Context: an optimization exercise on an open-source flow, tuned for small area, a short achievable clock period and few clock cycles per item. The choices shown serve that exercise and are no tape-out recipe. In this exercise RTL edits were held to simulation tests only and were not proved equivalent to the original. Power is estimated from default activity; no workload was simulated.

// vertex_fetch_index_cache
module vertex_fetch_index_cache (
  input  logic         clk_i,
  input  logic         rst_ni,
  input  logic         psel,
  input  logic         penable,
  input  logic         pwrite,
  input  logic [3:0]   paddr,
  input  logic [31:0]  pwdata,
  output logic [31:0]  prdata,
  output logic         pready,
  input  logic         s_axis_tvalid,
  output logic         s_axis_tready,
  input  logic [159:0] s_axis_tdata,
  input  logic         s_axis_tuser,
  input  logic         s_axis_tlast,
  output logic         m_axis_tvalid,
  input  logic         m_axis_tready,
  output logic [87:0]  m_axis_tdata,
  output logic         m_axis_tuser,
  output logic         m_axis_tlast
);
For scale: roughly 12000 cells after synthesis, about 330 I/O pins, ~0.18 mm^2 of cells after synthesis.
Settings: LEC_CHECK=0, CAP_MARGIN=20, CORE_MARGIN=2, CORE_UTILIZATION=40, CTS_CLUSTER_DIAMETER=100, CTS_CLUSTER_SIZE=30, SLEW_MARGIN=20; clock period 9.5 ns.
standard.sh (not shown) runs the stock make flow with config.mk's settings and CLKGATE_MAP_FILE= SYNTH_SCRIPT=/design/flow/synth_recipe.tcl, a recipe that flattens the netlist after the stock synthesis.
==> flow/flow/run.sh <==
#!/bin/bash
# The standard layout (the standard.sh, standard synthesis unchanged), with
# two layout knobs: repair_timing aims for a larger setup margin, and the port
# buffers are plain buffers instead of the delay cells buffer_ports picks.
# Constraints (clock period, I/O delays, loads) are the standard flow's, untouched.
set -euo pipefail
bash standard.sh \
  SETUP_SLACK_MARGIN=${MARGIN:-5.9} \
  "BUFFER_PORTS_ARGS=-buffer_cell sky130_fd_sc_hd__buf_2" \
  finish > make_finish.log 2>&1
The starting point went through all stages and came out clean.
Testbench counts at the start, summed over its fixed seeds: cycles 64,530, vertices 22,812.
Edit:
--- a/flow/flow/run.sh
+++ b/flow/flow/run.sh
@@ -8 +8 @@
-  SETUP_SLACK_MARGIN=${MARGIN:-5.9} \
+  SETUP_SLACK_MARGIN=${MARGIN:-5.8} \
CAP_MARGIN = 10   (was 20)
SLEW_MARGIN = 10   (was 20)
Critical path depth came out higher by 3.
Wire length came out lower by 8.9%.
Sequential share of layout area came out higher by 1.1 points.
Die area does not change.
Design area came out lower by 1.7%.
Setup slack degrades by 0.071 ns.
Power came out lower by 4.1%.
Fmax came out lower by about 1.9%.
Count of clock-buffer cells in the layout came out higher by 3.
Edit:
--- a/flow/flow/run.sh
+++ b/flow/flow/run.sh
@@ -8 +8 @@
-  SETUP_SLACK_MARGIN=${MARGIN:-5.8} \
+  SETUP_SLACK_MARGIN=${MARGIN:-5.7} \
CAP_MARGIN = 20   (was 10)
SLEW_MARGIN = 20   (was 10)
- sequential share of layout area came out higher by 0.19 points
- sequential power stays flat
- total power is higher by 0.50%
- design area drops by 0.31%
- wire length came out higher by 0.93%
- synthesized area does not change
- via count goes up by 0.37%
- final cell count is lower by 0.34%
- non-clock buffer count decreases by 40
Edit:
--- a/flow/flow/run.sh
+++ b/flow/flow/run.sh
@@ -8 +8 @@
-  SETUP_SLACK_MARGIN=${MARGIN:-5.7} \
+  SETUP_SLACK_MARGIN=${MARGIN:-5.8} \
CORE_UTILIZATION = 55   (was 40)
- The new run went through all stages and came out clean
- sequential power stays flat
- final cell count goes down by 8.3%
- power went up by 0.47%
- routed wire length grows by 1.9%
- worst setup slack improves by 0.036 ns
- utilization increases by 16 points
- final area drops by 0.43%
- non-clock buffer count climbs by 84

* * *

Setup of rev 12:
Starting RTL as in the previous note.
export LEC_CHECK = 0
export CAP_MARGIN = 20
export CORE_MARGIN = 2
export CORE_UTILIZATION = 40
export CTS_CLUSTER_DIAMETER = 100
export CTS_CLUSTER_SIZE = 30
export SLEW_MARGIN = 20
export TNS_END_PERCENT = 20
create_clock -name core_clock -period 9.5 [get_ports {clk_i}]
==> flow/flow/run.sh <==
#!/bin/bash
# The standard layout (the standard.sh, standard synthesis unchanged), with
# two layout knobs: repair_timing aims for a larger setup margin, and the port
# buffers are plain buffers instead of the delay cells buffer_ports picks.
# Constraints (clock period, I/O delays, loads) are the standard flow's, untouched.
set -euo pipefail
bash standard.sh \
  SETUP_SLACK_MARGIN=${MARGIN:-5.8} \
  "BUFFER_PORTS_ARGS=-buffer_cell sky130_fd_sc_hd__buf_2" \
  finish > make_finish.log 2>&1
Rev 12 completed every stage of the flow, and the final layout passed the timing, DRC and antenna checks.
Testbench counts of rev 12, summed over its fixed seeds: cycles 64,530, vertices 22,812.
For rev 13, these inputs were changed with respect to rev 12:
- clearing TNS_END_PERCENT, which used to be 20
==> run summary <==
Fraction of layout cells with a size suffix above 1: rev 12 vs rev 13 — no meaningful difference. Run comparison: rev 12 start point of the critical path pm_q$_DFF_PN0_; rev 13 start point of the critical path s_axis_tdata[121]. Rev 13 against rev 12: diode insertion count for antenna repair decreased by 17 relative to the old numbers, global-route wire length before repair decreased by 1.7% relative to the old numbers.

-- port drivers added, routing unchanged --
The results above use ideal ports. As a check the final layouts listed here were re-extracted and re-timed, cells and wires unchanged.
Step 1 (the two cells are an assumption about what drives the block):
set clk [get_ports {clk_i}]
set_driving_cell -lib_cell sky130_fd_sc_hd__clkbuf_16 $clk
set_driving_cell -lib_cell sky130_fd_sc_hd__buf_2 [delete_from_list [all_inputs] $clk]
Step 2 also shifts input and output timing later by t, the mid clock arrival at the registers, as if the neighbouring blocks saw the same clock.
Three values: ideal, step 1, step 2; two values: the first two.
| run | t (ns) | setup slack, ns | slew at the worst register clock pin (ns) |
|---|---|---|---|
| the first run of note 1 | 1.039 | 5.780 / 5.780 / 4.832 | 0.12 / 0.12 |
| the second run of note 1 | 1.028 | 5.709 / 5.709 / 4.805 | 0.12 / 0.12 |
| the third run of note 1 | 1.034 | 5.675 / 5.675 / 4.794 | 0.12 / 0.12 |
| the fourth run of note 1 | 1.022 | 5.711 / 5.711 / 4.864 | 0.12 / 0.12 |
| rev 12 | 1.022 | 5.671 / 5.671 / 4.749 | 0.12 / 0.12 |
| rev 13 | 1.009 | 5.765 / 5.742 / 4.840 | 0.12 / 0.12 |
After both steps setup and hold are still met in every run listed. For the first run of note 1, which loses most, drivers alone change the setup slack by 0.000 ns; drivers and shift together by -0.948 ns.
